Context: an optimization exercise on an open-source flow, tuned for small area and a short achievable clock period. The choices shown serve that exercise and are no tape-out recipe.
RTL that was checked went through simulation tests only; none was proved equivalent to the original.
Power is estimated from default activity; no workload was simulated.

the baseline:
==> flow/design.v <==
module pdl_ctrl #(
   parameter int N       = 32,
   parameter int OUT_NUM = 8
) (
   input  logic                 clk,
   input  logic                 reset,
   input  logic                 cfg_valid,
   output logic                 cfg_ready,
   input  logic [7:0]           cfg_addr,
   input  logic [N-1:0]         cfg_data,
   output logic                 cfg_err,
   input  logic                 commit,
   input  logic                 arm,
   input  logic                 abort,
   input  logic                 ext_trigger,
   output logic [OUT_NUM-1:0]   ch_trigger,
   output logic [OUT_NUM*N-1:0] ch_dl,
   output logic [OUT_NUM*N-1:0] ch_wb,
   output logic                 busy,
   output logic                 commit_pending,
   output logic                 done
);
   logic [19:0] ld, kp;
   logic        err_d;
   logic        rst_q;
   pdl_decode u_decode (
      .cfg_valid(cfg_valid), .rst_q(rst_q), .cfg_addr(cfg_addr),
      .reset(reset), .ld(ld), .kp(kp), .err(err_d)
   );
   always_ff @(posedge clk) begin
      cfg_ready <= ~reset;
      rst_q     <= reset;
      cfg_err   <= err_d;
   end
   logic [N-1:0]       sh_dl  [OUT_NUM];
   logic [N-1:0]       sh_wb  [OUT_NUM];
   logic [OUT_NUM-1:0] sh_mask;
   logic [N-1:0]       sh_on, sh_off, sh_shots;
   logic [OUT_NUM-1:0] ld_dl, ld_wb, kp_dl, kp_wb;
   logic               ld_mask, ld_on, ld_off, ld_shots;
   logic               kp_mask, kp_on, kp_off, kp_shots;
   always_comb begin
      ld_dl    = ld[7:0];
      ld_wb    = ld[15:8];
      ld_mask  = ld[16];
      ld_on    = ld[17];
      ld_off   = ld[18];
      ld_shots = ld[19];
      kp_dl    = kp[7:0];
      kp_wb    = kp[15:8];
      kp_mask  = kp[16];
      kp_on    = kp[17];
      kp_off   = kp[18];
      kp_shots = kp[19];
   end
   always_ff @(posedge clk) begin
      for (int k = 0; k < OUT_NUM; k++) begin
         sh_dl[k] <= ({N{ld_dl[k]}} & cfg_data) | ({N{kp_dl[k]}} & sh_dl[k]);
         sh_wb[k] <= ({N{ld_wb[k]}} & cfg_data) | ({N{kp_wb[k]}} & sh_wb[k]);
      end
      sh_mask  <= ({OUT_NUM{ld_mask}} & cfg_data[OUT_NUM-1:0]) | ({OUT_NUM{kp_mask}} & sh_mask);
      sh_on    <= ({N{ld_on}}    & cfg_data) | ({N{kp_on}}    & sh_on);
      sh_off   <= ({N{ld_off}}   & cfg_data) | ({N{kp_off}}   & sh_off);
      sh_shots <= ({N{ld_shots}} & cfg_data) | ({N{kp_shots}} & sh_shots);
   end
   logic st_wait, st_on, st_off;
   logic idle;
   logic timer_one, shot_one;            
   logic last;                           
   logic do_copy;
   logic cp, hd;                         
   assign idle    = ~busy;
   assign do_copy = (commit & (idle | abort | last)) | (commit_pending & (abort | last));
   assign cp      = do_copy & ~reset;
   assign hd      = ~do_copy & ~reset;
   logic [N-1:0]       act_dl [OUT_NUM];
   logic [N-1:0]       act_wb [OUT_NUM];
   logic [OUT_NUM-1:0] act_mask;
   logic [N-1:0]       act_on, act_off, act_shots;
   always_ff @(posedge clk) begin
      for (int k = 0; k < OUT_NUM; k++) begin
         act_dl[k] <= ({N{cp}} & sh_dl[k]) | ({N{hd}} & act_dl[k]);
         act_wb[k] <= ({N{cp}} & sh_wb[k]) | ({N{hd}} & act_wb[k]);
      end
      act_mask  <= ({OUT_NUM{cp}} & sh_mask)  | ({OUT_NUM{hd}} & act_mask);
      act_on    <= ({N{cp}} & sh_on)    | ({N{hd}} & act_on);
      act_off   <= ({N{cp}} & sh_off)   | ({N{hd}} & act_off);
      act_shots <= ({N{cp}} & sh_shots) | ({N{hd}} & act_shots);
   end
   always_ff @(posedge clk) begin
      commit_pending <= ~reset & ~do_copy & (commit | commit_pending);
   end
   logic sync1, sync2, rise;
   always_ff @(posedge clk) begin
      sync1 <= ~reset & ext_trigger;
      sync2 <= ~reset & sync1;
   end
   assign rise = sync1 & ~sync2;
   logic [N-1:0] timer, shot;
   logic [N-1:0] on_v, off_v, shots_v;   
   logic         on_one, off_one, shots_one;
   logic         on_hz, off_hz, shots_hz, timer_hz, shot_hz;   
   logic         timer_two, shot_is2;
   pdl_hz u_on_hz    (.v(act_on),    .z(on_hz));
   pdl_hz u_off_hz   (.v(act_off),   .z(off_hz));
   pdl_hz u_shots_hz (.v(act_shots), .z(shots_hz));
   pdl_hz u_timer_hz (.v(timer),     .z(timer_hz));
   pdl_hz u_shot_hz  (.v(shot),      .z(shot_hz));
   assign timer_two = timer_hz & timer[1] & ~timer[0];
   assign shot_is2  = shot_hz  & shot[1]  & ~shot[0];
   always_comb begin
      on_one    = on_hz    & ~act_on[1];
      off_one   = off_hz   & ~act_off[1];
      shots_one = shots_hz & ~act_shots[1];
      on_v      = {act_on[N-1:1],    act_on[0]    | on_one};
      off_v     = {act_off[N-1:1],   act_off[0]   | off_one};
      shots_v   = {act_shots[N-1:1], act_shots[0] | shots_one};
   end
   logic run;                            
   logic tload;                          
   assign run   = st_on | st_off;
   assign tload = ~run | timer_one;
   logic [N-1:0] tld, timer_dec;
   logic         tz8, tz16, tz24;
   assign tld = st_on ? off_v : on_v;
   always_comb begin
      for (int i = 0; i < N; i++) begin
         logic brw;
         brw = 1'b1;
         for (int j = (i / 8) * 8; j < i; j++) brw = brw & ~timer[j];
         if (i >= 8  && i < 16) brw = brw & tz8;
         if (i >= 16 && i < 24) brw = brw & tz16;
         if (i >= 24)           brw = brw & tz24;
         timer_dec[i] = timer[i] ^ brw;
      end
   end
   always_ff @(posedge clk) begin
      if (tload) begin
         timer     <= tld;
         timer_one <= st_on ? off_one : on_one;
         tz8       <= (tld[7:0]  == '0);
         tz16      <= (tld[15:0] == '0);
         tz24      <= (tld[23:0] == '0);
      end else begin
         timer     <= timer_dec;
         timer_one <= timer_two;
         tz8       <= (timer[7:0]  == 8'd1);
         tz16      <= (timer[15:0] == 16'd1);
         tz24      <= (timer[23:0] == 24'd1);
      end
   end
   logic       shot_two, z8, z16, z24;
   logic       lz8, lz16, lz24;
   pdl_lowz u_lowz (.v(shot[23:0]), .z8(lz8), .z16(lz16), .z24(lz24));
   logic [N-1:0] shot_dec;
   always_comb begin
      for (int i = 0; i < N; i++) begin
         logic brw;
         brw = 1'b1;
         for (int j = (i / 8) * 8; j < i; j++) brw = brw & ~shot[j];
         if (i >= 8)  brw = brw & z8;
         if (i >= 16) brw = brw & z16;
         if (i >= 24) brw = brw & z24;
         shot_dec[i] = shot[i] ^ brw;
      end
   end
   always_ff @(posedge clk) begin
      shot_two <= shot_is2;
      z8       <= lz8;
      z16      <= lz16;
      z24      <= lz24;
      if (~run) begin
         shot     <= shots_v;
         shot_one <= shots_one;
      end else if (st_off & timer_one) begin
         shot     <= shot_dec;
         shot_one <= shot_two;
      end
   end
   logic mask_nz;
   assign mask_nz = |act_mask;
   always_ff @(posedge clk) begin
      if (reset | abort) begin
         st_wait    <= 1'b0;
         st_on      <= 1'b0;
         st_off     <= 1'b0;
         busy       <= 1'b0;
         last       <= 1'b0;
         done       <= 1'b0;
         ch_trigger <= '0;
      end else begin
         st_wait    <= (idle & arm & mask_nz) | (st_wait & ~rise);
         st_on      <= (st_wait & rise) | (st_on & ~timer_one) | (st_off & timer_one);
         st_off     <= (st_on & timer_one & ~shot_one) | (st_off & ~timer_one);
         busy       <= (idle & arm & mask_nz) | st_wait | st_off | (st_on & ~last);
         done       <= (idle & arm & ~mask_nz) | last;
         last       <= (st_wait & rise & on_one & shots_one)
                     | (st_on & ~timer_one & timer_two & shot_one)
                     | (st_off & timer_one & on_one & shot_two);
         ch_trigger <= ((st_wait & rise) | (st_on & ~timer_one) | (st_off & timer_one))
                       ? act_mask : '0;
      end
   end
   for (genvar k = 0; k < OUT_NUM; k++) begin : g_pack
      assign ch_dl[k*N +: N] = act_dl[k];
      assign ch_wb[k*N +: N] = act_wb[k];
   end
endmodule
module pdl_hz (
   input  logic [31:0] v,
   output logic        z
);
   assign z = ~|v[31:2];
endmodule
module pdl_lowz (
   input  logic [23:0] v,
   output logic        z8,
   output logic        z16,
   output logic        z24
);
   logic a, b, c;
   assign a   = ~|v[7:0];
   assign b   = ~|v[15:8];
   assign c   = ~|v[23:16];
   assign z8  = a;
   assign z16 = a & b;
   assign z24 = a & b & c;
endmodule
module pdl_decode (
   input  logic        cfg_valid,
   input  logic        rst_q,
   input  logic [7:0]  cfg_addr,
   input  logic        reset,
   output logic [19:0] ld,
   output logic [19:0] kp,
   output logic        err
);
   logic       wr_en, g_dl, g_wb, g_cf;
   logic [7:0] lo;
   logic [19:0] hit;
   always_comb begin
      wr_en = cfg_valid & ~rst_q;
      g_dl  = wr_en & (cfg_addr[7:3] == 5'b00000);
      g_wb  = wr_en & (cfg_addr[7:3] == 5'b01000);
      g_cf  = wr_en & (cfg_addr[7:3] == 5'b10000) & ~cfg_addr[2];
      for (int k = 0; k < 8; k++) lo[k] = (cfg_addr[2:0] == 3'(k));
      for (int k = 0; k < 8; k++) begin
         hit[k]     = g_dl & lo[k];
         hit[8 + k] = g_wb & lo[k];
      end
      for (int k = 0; k < 4; k++) hit[16 + k] = g_cf & lo[k];
      ld  = hit & {20{~reset}};
      kp  = ~hit & {20{~reset}};
      err = ~reset & wr_en & ~(g_dl | g_wb | g_cf);
   end
endmodule
==> flow/config.mk <==
export PLATFORM = sky130hd
export DESIGN_NAME = pdl_ctrl
export DESIGN_NICKNAME = pdl_ctrl
export VERILOG_FILES = /design/flow/design.v
export SDC_FILE = /design/flow/constraint.sdc
export NUM_CORES = 4
export LEC_CHECK = 0
export CAP_MARGIN = 20
export CORE_MARGIN = 2
export CORE_UTILIZATION = 60
export CTS_CLUSTER_DIAMETER = 100
export CTS_CLUSTER_SIZE = 25
export SETUP_SLACK_MARGIN = 1.35
export SLEW_MARGIN = 20
export SYNTH_HIERARCHICAL = 1
export BUFFER_PORTS_ARGS = -buffer_cell sky130_fd_sc_hd__buf_2
export DONT_USE_CELLS += sky130_fd_sc_hd__or3_1 sky130_fd_sc_hd__or3_2 sky130_fd_sc_hd__or3_4 sky130_fd_sc_hd__or4_1 sky130_fd_sc_hd__or4_2 sky130_fd_sc_hd__or4_4 sky130_fd_sc_hd__or3b_1 sky130_fd_sc_hd__or3b_2 sky130_fd_sc_hd__or3b_4 sky130_fd_sc_hd__or4b_1 sky130_fd_sc_hd__or4b_2 sky130_fd_sc_hd__or4b_4 sky130_fd_sc_hd__or4bb_1 sky130_fd_sc_hd__or4bb_2 sky130_fd_sc_hd__or4bb_4
==> flow/constraint.sdc <==
create_clock -name core_clock -period 3.4 [get_ports {clk}]
set_input_delay 0.6800 -clock core_clock [delete_from_list [all_inputs] [get_ports {clk}]]
set_output_delay 0.6800 -clock core_clock [all_outputs]
set_load 0.01 [all_outputs]
standard.sh (not shown) runs the stock make flow with config.mk's settings and CLKGATE_MAP_FILE= SYNTH_SCRIPT=/design/flow/synth_recipe.tcl, a recipe that flattens the netlist after the stock synthesis.
==> flow/flow/run.sh <==
#!/bin/bash
# The standard layout with two changes, both made through config.mk:
#  - buffer_ports uses plain buf_2 cells for the port buffers instead of
#    the delay cells it picks by default;
#  - the slow OR3/OR4 cells are kept out of the combinational logic (they
#    are added to DONT_USE_CELLS; no register cell is affected).
# The make output goes to standard.log in the work folder; ORFS's own
# per-step logs stay under orfs/logs/.
set -euo pipefail
cat >> config.mk <<'EOF'
export BUFFER_PORTS_ARGS = -buffer_cell sky130_fd_sc_hd__buf_2
export DONT_USE_CELLS += sky130_fd_sc_hd__or3_1 sky130_fd_sc_hd__or3_2 sky130_fd_sc_hd__or3_4 sky130_fd_sc_hd__or4_1 sky130_fd_sc_hd__or4_2 sky130_fd_sc_hd__or4_4 sky130_fd_sc_hd__or3b_1 sky130_fd_sc_hd__or3b_2 sky130_fd_sc_hd__or3b_4 sky130_fd_sc_hd__or4b_1 sky130_fd_sc_hd__or4b_2 sky130_fd_sc_hd__or4b_4 sky130_fd_sc_hd__or4bb_1 sky130_fd_sc_hd__or4bb_2 sky130_fd_sc_hd__or4bb_4
EOF
bash standard.sh > standard.log 2>&1
Input-level comparison between the candidate and the baseline:
diff --git a/flow/design.v b/flow/design.v
--- a/flow/design.v
+++ b/flow/design.v
@@ -235,22 +235,45 @@
    output logic [19:0] kp,
    output logic        err
 );
-   logic       wr_en, g_dl, g_wb, g_cf;
+   logic [19:0] hit;
+   logic        miss;
+   pdl_adec u_adec (.cfg_valid(cfg_valid), .cfg_addr(cfg_addr), .hit(hit), .miss(miss));
+   pdl_sel  u_sel  (.hit(hit), .miss(miss), .rst_q(rst_q), .reset(reset),
+                    .ld(ld), .kp(kp), .err(err));
+endmodule
+module pdl_adec (
+   input  logic        cfg_valid,
+   input  logic [7:0]  cfg_addr,
+   output logic [19:0] hit,
+   output logic        miss
+);
+   logic       g_dl, g_wb, g_cf;
    logic [7:0] lo;
-   logic [19:0] hit;
-   always_comb begin
-      wr_en = cfg_valid & ~rst_q;
-      g_dl  = wr_en & (cfg_addr[7:3] == 5'b00000);
-      g_wb  = wr_en & (cfg_addr[7:3] == 5'b01000);
-      g_cf  = wr_en & (cfg_addr[7:3] == 5'b10000) & ~cfg_addr[2];
+   always_comb begin
+      g_dl = cfg_valid & (cfg_addr[7:3] == 5'b00000);
+      g_wb = cfg_valid & (cfg_addr[7:3] == 5'b01000);
+      g_cf = cfg_valid & (cfg_addr[7:3] == 5'b10000) & ~cfg_addr[2];
       for (int k = 0; k < 8; k++) lo[k] = (cfg_addr[2:0] == 3'(k));
       for (int k = 0; k < 8; k++) begin
          hit[k]     = g_dl & lo[k];
          hit[8 + k] = g_wb & lo[k];
       end
       for (int k = 0; k < 4; k++) hit[16 + k] = g_cf & lo[k];
-      ld  = hit & {20{~reset}};
-      kp  = ~hit & {20{~reset}};
-      err = ~reset & wr_en & ~(g_dl | g_wb | g_cf);
-   end
-endmodule
+      miss = cfg_valid & ~(g_dl | g_wb | g_cf);
+   end
+endmodule
+module pdl_sel (
+   input  logic [19:0] hit,
+   input  logic        miss,
+   input  logic        rst_q,
+   input  logic        reset,
+   output logic [19:0] ld,
+   output logic [19:0] kp,
+   output logic        err
+);
+   always_comb begin
+      ld  = hit & {20{~rst_q & ~reset}};
+      kp  = ~(hit & {20{~rst_q}}) & {20{~reset}};
+      err = miss & ~rst_q & ~reset;
+   end
+endmodule
Result: PASS for each of the baseline and the candidate. Global-route usage: the candidate < the baseline. Against the baseline, number of library cell types mapped by synthesis in the candidate rose by a few percent. Diff the baseline -> the candidate | final core area utilization | decrease of 0.33 points. The power after layout on the baseline is in line with that on the candidate. Diff the baseline -> the candidate: combined area of all synthesized cells roughly the same, met3 capacity usage during global routing climbed 0.67 points, critical path buffer and inverter count went down 1, total wirelength of the detailed-routed design now sits at about the same level, period utilization now larger.
For the candidate, only the layout was checked, not whether the RTL still works.

==> afterwards: timing with drivers on the ports <==
The flow's constraints put no driver on any port. The routed layouts listed below were extracted and timed again, unchanged, in two steps. Step 1 (the two cells are an assumption about what drives the block):
set clk [get_ports {clk}]
set_driving_cell -lib_cell sky130_fd_sc_hd__clkbuf_16 $clk
set_driving_cell -lib_cell sky130_fd_sc_hd__buf_2 [delete_from_list [all_inputs] $clk]
Step 2 moves the port delays by t, midway between the first and last clock arrival at a register: inputs arrive t later, outputs are due t later. That takes back most of the time a late clock gives input paths. Three values: ideal ports, drivers, drivers and shift; two values: the first two.
| run | shift t [ns] | setup slack, ns | slew at the worst register clock pin (ns) |
|---|---|---|---|
| the baseline | 0.740 | 1.279 / 1.279 / 0.783 | 0.10 / 0.10 |
| the candidate | 0.728 | 1.272 / 1.272 / 0.724 | 0.10 / 0.10 |
After both steps every run listed still meets setup and hold. The setup slack of the candidate, which loses most, moves by 0.000 ns with the drivers and by -0.548 ns with both steps.
